Background: an optimization exercise with open tools, aiming at small area and a short achievable clock period. Do not read the settings as production practice.
Only simulation tests tie the RTL to the original design; equivalence was not proved.
The clock port is modelled as an ideal driver, which makes a skipped or thinned clock tree look cheaper than it is; a real chip needs a root buffer or a tree.
No activity file was given, so power comes from the tool's default toggle rates.

==> flow/design.v (excerpt) <==
module generic_fifo #(
    parameter int DEPTH      = 16,
    parameter int COUNT_SIZE = (DEPTH <= 1) ? 1 : $clog2(DEPTH)
) (
    input  logic                  aclk,
    input  logic                  resetn,
    input  logic                  push,
    input  logic                  pop,
    output logic [COUNT_SIZE-1:0] wr_ptr,
    output logic [COUNT_SIZE-1:0] rd_ptr,
    output logic                  full,
    output logic                  empty,
    input  utils_pkg::packet_t    data_in,
    output utils_pkg::packet_t    data_out
);
Size in the first run: roughly 4,200 cells after synthesis, about 1,400 flip-flops, about 180 I/O pins, ~47,000 µm² of cells after synthesis.
Settings: LEC_CHECK=0, CAP_MARGIN=20, CELL_PAD_IN_SITES_DETAIL_PLACEMENT=1, CELL_PAD_IN_SITES_GLOBAL_PLACEMENT=1, CORE_MARGIN=2, CORE_UTILIZATION=40, CTS_CLUSTER_DIAMETER=100, CTS_CLUSTER_SIZE=30, SETUP_SLACK_MARGIN=3.7, SLEW_MARGIN=20, SYNTH_HIERARCHICAL=1, SYNTH_MINIMUM_KEEP_SIZE=0; clock period 6.0 ns.
run.sh (not shown) runs the stock make flow with config.mk's settings and CLKGATE_MAP_FILE= SYNTH_SCRIPT=/design/flow/synth_recipe.tcl, a recipe that flattens the netlist after the stock synthesis.
The starting point finished clean.
==> next run, changes <==
Settings changed: CELL_PAD_IN_SITES_DETAIL_PLACEMENT 1 to not set, CELL_PAD_IN_SITES_GLOBAL_PLACEMENT 1 to not set.
Worst setup slack improves by 0.0094 ns.
Maximum frequency came out higher by 0.38%.
Critical path depth stays the same.
Hold slack degrades by 0.022 ns.

* * *

Another version of the RTL of generic_fifo (not shown whole).
For scale: about 4,400 cells after synthesis, ~1,400 flip-flops, about 180 I/O pins, ~48,000 um^2 of cells after synthesis.
## generic_fifo
module generic_fifo #(
    parameter int DEPTH      = 16,
    parameter int COUNT_SIZE = (DEPTH <= 1) ? 1 : $clog2(DEPTH)
) (
    input  logic                  aclk,
    input  logic                  resetn,
    input  logic                  push,
    input  logic                  pop,
    output logic [COUNT_SIZE-1:0] wr_ptr,
    output logic [COUNT_SIZE-1:0] rd_ptr,
    output logic                  full,
    output logic                  empty,
    input  utils_pkg::packet_t    data_in,
    output utils_pkg::packet_t    data_out
);
==> flow/config.mk <==
export PLATFORM = sky130hd
export DESIGN_NAME = generic_fifo
export DESIGN_NICKNAME = generic_fifo
export VERILOG_FILES = /design/flow/design.v
export SDC_FILE = /design/flow/constraint.sdc
export NUM_CORES = 4
export LEC_CHECK = 0
export CAP_MARGIN = 20
export CORE_MARGIN = 2
export CORE_UTILIZATION = 55
export CTS_CLUSTER_DIAMETER = 100
export CTS_CLUSTER_SIZE = 30
export SETUP_SLACK_MARGIN = 3.7
export SLEW_MARGIN = 20
export SYNTH_HIERARCHICAL = 1
export SYNTH_MINIMUM_KEEP_SIZE = 0
==> flow/constraint.sdc <==
create_clock -name core_clock -period 6.0 [get_ports {aclk}]
set_input_delay 1.2000 -clock core_clock [delete_from_list [all_inputs] [get_ports {aclk}]]
set_output_delay 1.2000 -clock core_clock [all_outputs]
set_load 0.01 [all_outputs]
standard.sh (not shown) runs the stock make flow with config.mk's settings and CLKGATE_MAP_FILE= SYNTH_SCRIPT=/design/flow/synth_recipe.tcl, a recipe that flattens the netlist after the stock synthesis.
==> flow/flow/run.sh <==
#!/bin/bash
# Own flow: the standard layout, except that the clock tree is built by flow/mycts.tcl
# (two buffer levels, four roots on aclk) in place of TritonCTS, and the port buffers start as
# buf_1. Each step's output goes to a
# log file of its own in this folder; ORFS's per-stage logs stay under orfs/logs/.
set -euo pipefail
here=$(pwd)
export PRE_CTS_TCL="$here/flow/mycts.tcl"
# port buffers start at the smallest buffer; timing repair upsizes the ones on critical paths
export BUFFER_PORTS_ARGS="-inputs -outputs -buffer_cell sky130_fd_sc_hd__buf_1"
bash standard.sh synth > "$here/flow_synth.log" 2>&1
bash standard.sh floorplan > "$here/flow_floorplan.log" 2>&1
bash standard.sh place > "$here/flow_place.log" 2>&1
bash standard.sh cts > "$here/flow_cts.log" 2>&1
bash standard.sh finish > "$here/flow_finish.log" 2>&1
test -f out/final.def
Other scripts of this flow, unchanged in this note and not shown: flow/flow/mycts.tcl
Next try:
- CORE_UTILIZATION: 55 -> 40
Worst setup slack improved by 0.017 ns.
Final cell count rose by 8.1%.
Wire length grows by 17%.
Hold slack stays flat.
Via count climbs by 4.5%.
In every run of this note, the design's own scripts or RTL, not TritonCTS, make the clock network.

* * *

## run 1
generic_fifo again, from the RTL that the note above started with.
clock: 6.0 ns
lec_check: 0
cap_margin: 20
core_margin: 2
core_utilization: 40
setup_slack_margin: 3.6
slew_margin: 20
synth_hierarchical: 1
synth_minimum_keep_size: 0
==> flow/flow/mycts.tcl <==
proc cts_env {name default} {
  if {[info exists ::env($name)] && $::env($name) ne ""} { return $::env($name) }
  return $default
}
set NLEAF [cts_env MYCTS_NLEAF 48]
set NMID [cts_env MYCTS_NMID 4]
set LEAF_CELL [cts_env MYCTS_LEAF_CELL sky130_fd_sc_hd__clkbuf_16]
set MID_CELL [cts_env MYCTS_MID_CELL sky130_fd_sc_hd__clkinv_16]
set ROOT_CELL [cts_env MYCTS_ROOT_CELL sky130_fd_sc_hd__clkbuf_16]

set db [ord::get_db]
set block [ord::get_db_block]
set clk_port [lindex [get_ports aclk] 0]
set clknet [$block findNet aclk]

# sinks: every flip-flop clock pin on aclk
set sinks {}
set pts {}
foreach it [$clknet getITerms] {
  set inst [$it getInst]
  set bb [$inst getBBox]
  lappend sinks $it
  lappend pts [list [expr {([$bb xMin] + [$bb xMax]) / 2}] [expr {([$bb yMin] + [$bb yMax]) / 2}]]
}
puts "mycts: [llength $sinks] sinks, $NLEAF leaves, $NMID mids"

# recursive bisection: split the index list idx into k parts of nearly equal size, each cut at
# the matching quantile along the wider side of its bounding box
proc bisect {pts idx k} {
  if {$k <= 1} { return [list $idx] }
  set xs [lmap i $idx {lindex $pts $i 0}]
  set ys [lmap i $idx {lindex $pts $i 1}]
  set w [expr {[tcl::mathfunc::max {*}$xs] - [tcl::mathfunc::min {*}$xs]}]
  set h [expr {[tcl::mathfunc::max {*}$ys] - [tcl::mathfunc::min {*}$ys]}]
  set ax [expr {$w >= $h ? 0 : 1}]
  set sorted [lsort -real -command [list apply {{pts ax a b} {
    set d [expr {[lindex $pts $a $ax] - [lindex $pts $b $ax]}]
    expr {$d < 0 ? -1 : ($d > 0 ? 1 : 0)}
  }} $pts $ax] $idx]
  set k1 [expr {$k / 2}]
  set n1 [expr {int(round([llength $idx] * double($k1) / $k))}]
  return [concat [bisect $pts [lrange $sorted 0 [expr {$n1 - 1}]] $k1] \
                 [bisect $pts [lrange $sorted $n1 end] [expr {$k - $k1}]]]
}
proc centroid {pts idx} {
  set sx 0.0; set sy 0.0
  foreach i $idx { set sx [expr {$sx + [lindex $pts $i 0]}]; set sy [expr {$sy + [lindex $pts $i 1]}] }
  set n [llength $idx]
  return [list [expr {$sx / $n}] [expr {$sy / $n}]]
}
set all {}
for {set i 0} {$i < [llength $pts]} {incr i} { lappend all $i }
set groups [bisect $pts $all $NMID]
set lasg [lrepeat [llength $pts] 0]
set lcents {}
set masg {}
set mcents {}
set per [expr {$NLEAF / $NMID}]
set g 0
foreach grp $groups {
  lappend mcents [centroid $pts $grp]
  foreach leaf [bisect $pts $grp $per] {
    set l [llength $lcents]
    lappend lcents [centroid $pts $leaf]
    lappend masg $g
    foreach i $leaf { lset lasg $i $l }
  }
  incr g
}
set NLEAF [llength $lcents]

proc mk_inst {block db cell name x y} {
  set m [$db findMaster $cell]
  set inst [odb::dbInst_create $block $m $name]
  set w [$m getWidth]; set h [$m getHeight]
  $inst setLocation [expr {int($x - $w / 2.0)}] [expr {int($y - $h / 2.0)}]
  $inst setPlacementStatus PLACED
  return $inst
}
proc mk_net {block name} {
  set net [odb::dbNet_create $block $name]
  $net setSigType CLOCK
  return $net
}

set MODE [cts_env MYCTS_MODE 2]
set leafdrv {}
if {$MODE == 2} {
  for {set j 0} {$j < $NMID} {incr j} {
    lassign [lindex $mcents $j] x y
    set ri [mk_inst $block $db $ROOT_CELL clkroot_${j}_aclk $x $y]
    [$ri findITerm A] connect $clknet
    set rn [mk_net $block clknet_root_${j}_aclk]
    [$ri findITerm X] connect $rn
    lappend leafdrv $rn
  }
} else {
  set rx 0.0; set ry 0.0
  foreach c $mcents { set rx [expr {$rx + [lindex $c 0]}]; set ry [expr {$ry + [lindex $c 1]}] }
  set rx [expr {$rx / $NMID}]; set ry [expr {$ry / $NMID}]
  set root [mk_inst $block $db $ROOT_CELL clkroot_aclk $rx $ry]
  [$root findITerm A] connect $clknet
  set rootnet [mk_net $block clknet_root_aclk]
  [$root findITerm X] connect $rootnet
  for {set j 0} {$j < $NMID} {incr j} {
    lassign [lindex $mcents $j] x y
    set mi [mk_inst $block $db $MID_CELL clkmid_${j}_aclk $x $y]
    [$mi findITerm A] connect $rootnet
    set mn [mk_net $block clknet_mid_${j}_aclk]
        foreach it [$mi getITerms] { if {[$it isOutputSignal]} { $it connect $mn } }
    lappend leafdrv $mn
  }
}
set leafnets {}
for {set j 0} {$j < $NLEAF} {incr j} {
  lassign [lindex $lcents $j] x y
  set li [mk_inst $block $db $LEAF_CELL clkleaf_${j}_aclk $x $y]
  [$li findITerm A] connect [lindex $leafdrv [lindex $masg $j]]
  set ln [mk_net $block clknet_leaf_${j}_aclk]
  foreach it [$li getITerms] { if {[$it isOutputSignal]} { $it connect $ln } }
  lappend leafnets $ln
}
foreach it $sinks a $lasg {
  $it disconnect
  $it connect [lindex $leafnets $a]
}
set_propagated_clock [all_clocks]
puts "mycts: done"

# the cts step's own clock_tree_synthesis call is now a no-op
rename clock_tree_synthesis {}
proc clock_tree_synthesis {args} { puts "clock_tree_synthesis skipped: tree built by PRE_CTS_TCL" }
Scripts as last shown in full above: flow/flow/run.sh
diff inputs: run 1 => run 2
diff --git a/flow/config.mk b/flow/config.mk
--- a/flow/config.mk
+++ b/flow/config.mk
@@ -11 +11 @@
-export SETUP_SLACK_MARGIN = 3.6
+export SETUP_SLACK_MARGIN = 3.7
- Run 2: done, clean on timing, DRC and antenna
- Between run 1 and run 2, the difference in part of the power in registers is negligible.
- Going from run 1 to run 2, routed length on met2 grows by about 1.2%.
- Run 2 ended with less maximum number of pins on one net before global-route repair than run 1.
What run 3 does differently from run 2 at the input level:
diff --git a/flow/config.mk b/flow/config.mk
--- a/flow/config.mk
+++ b/flow/config.mk
@@ -14,0 +15 @@
+export TNS_END_PERCENT = 10
### Flow results
- Run 3 has completed all stages; timing, DRC and antenna checks passed.
- Between run 2 and run 3, the via count of the first global-routing pass figures differ only marginally.
- Of run 3 and run 2, run 3 shows the higher shortest clock period the worst path allows after layout, with run 2 below it.
- The share of total power in sequential cells was comparable across run 3 and run 2.
- On final design instance area without fill, run 3 and run 2 are neck and neck.
- Compared with run 2, in run 3 sum of internal, switching and leakage power ~0 delta; smallest hold slack now sits at about the same level; post-detailed-route via-to-cell ratio neither gained nor lost much; total length of routed met2 wires did not really move; total length of routed wires roughly the same.
Changes in run 4 relative to run 3:
diff --git a/flow/flow/mycts.tcl b/flow/flow/mycts.tcl
--- a/flow/flow/mycts.tcl
+++ b/flow/flow/mycts.tcl
@@ -5 +5 @@
-set NLEAF [cts_env MYCTS_NLEAF 48]
+set NLEAF [cts_env MYCTS_NLEAF 56]
diff --git a/flow/config.mk b/flow/config.mk
--- a/flow/config.mk
+++ b/flow/config.mk
@@ -11 +11,3 @@
-export SETUP_SLACK_MARGIN = 3.7
+export CTS_CLUSTER_DIAMETER = 100
+export CTS_CLUSTER_SIZE = 30
+export SETUP_SLACK_MARGIN = 3.85
@@ -15 +16,0 @@
-export TNS_END_PERCENT = 10
Findings:
Run 4: no failed stages, no open violations at the end
The lower relative max-transition margin came out of run 3.
~same area after synthesis in run 4 and run 3
Total half-perimeter wirelength after legalization and detailed placement (run 4 over run 3): decrease, 4300 um
Row count of cell instances traversed by the critical path: run 4 higher / run 3 lower
Compare run 4 and run 3 | proportion of power drawn by combinational gates lower: run 4
Run 4 vs. run 3: slack of the critical path has increased, minimum period implied by the final worst setup slack fell 0.0040 ns, global-route wire length before repair went down.
In every run of this note, the design's own scripts or RTL, not TritonCTS, make the clock network.

-- static timing again, ports no longer ideal --
Ports are ideal in the flow. The routed layouts listed here were re-timed in OpenROAD.
Step 1 sets driving cells, clkbuf_16 on the clock port and buf_2 on the other inputs (assumed; they add their load-dependent delay and slew).
Step 2, shift: input delay + t, output delay - t, t = (earliest + latest rising clock arrival at the registers) / 2. This alone moves slack from input paths to output paths.
Three values: ideal ports, drivers, drivers and shift; two values: the first two.
run	t, ns	slack for setup (ns)	clock arrival spread, ns	pins driven straight from the clock port
the first run of note 1	0.768	3.509 / 3.440 / 2.957	0.046 / 0.045	1
the second run of note 1	0.768	3.518 / 3.450 / 2.881	0.033 / 0.033	1
the first run of note 2	0.600	3.678 / 3.588 / 3.166	0.022 / 0.022	4
the second run of note 2	0.607	3.695 / 3.548 / 3.238	0.023 / 0.023	4
run 1	0.595	3.535 / 3.539 / 3.050	0.029 / 0.028	4
run 2	0.594	3.708 / 3.560 / 3.239	0.024 / 0.024	4
run 3	0.596	3.694 / 3.547 / 3.200	0.028 / 0.028	4
run 4	0.607	3.698 / 3.553 / 3.228	0.029 / 0.029	4
After both steps every run listed still meets setup and hold. For the second run of note 1, which loses most, drivers alone change the setup slack by -0.068 ns; drivers and shift together by -0.637 ns.
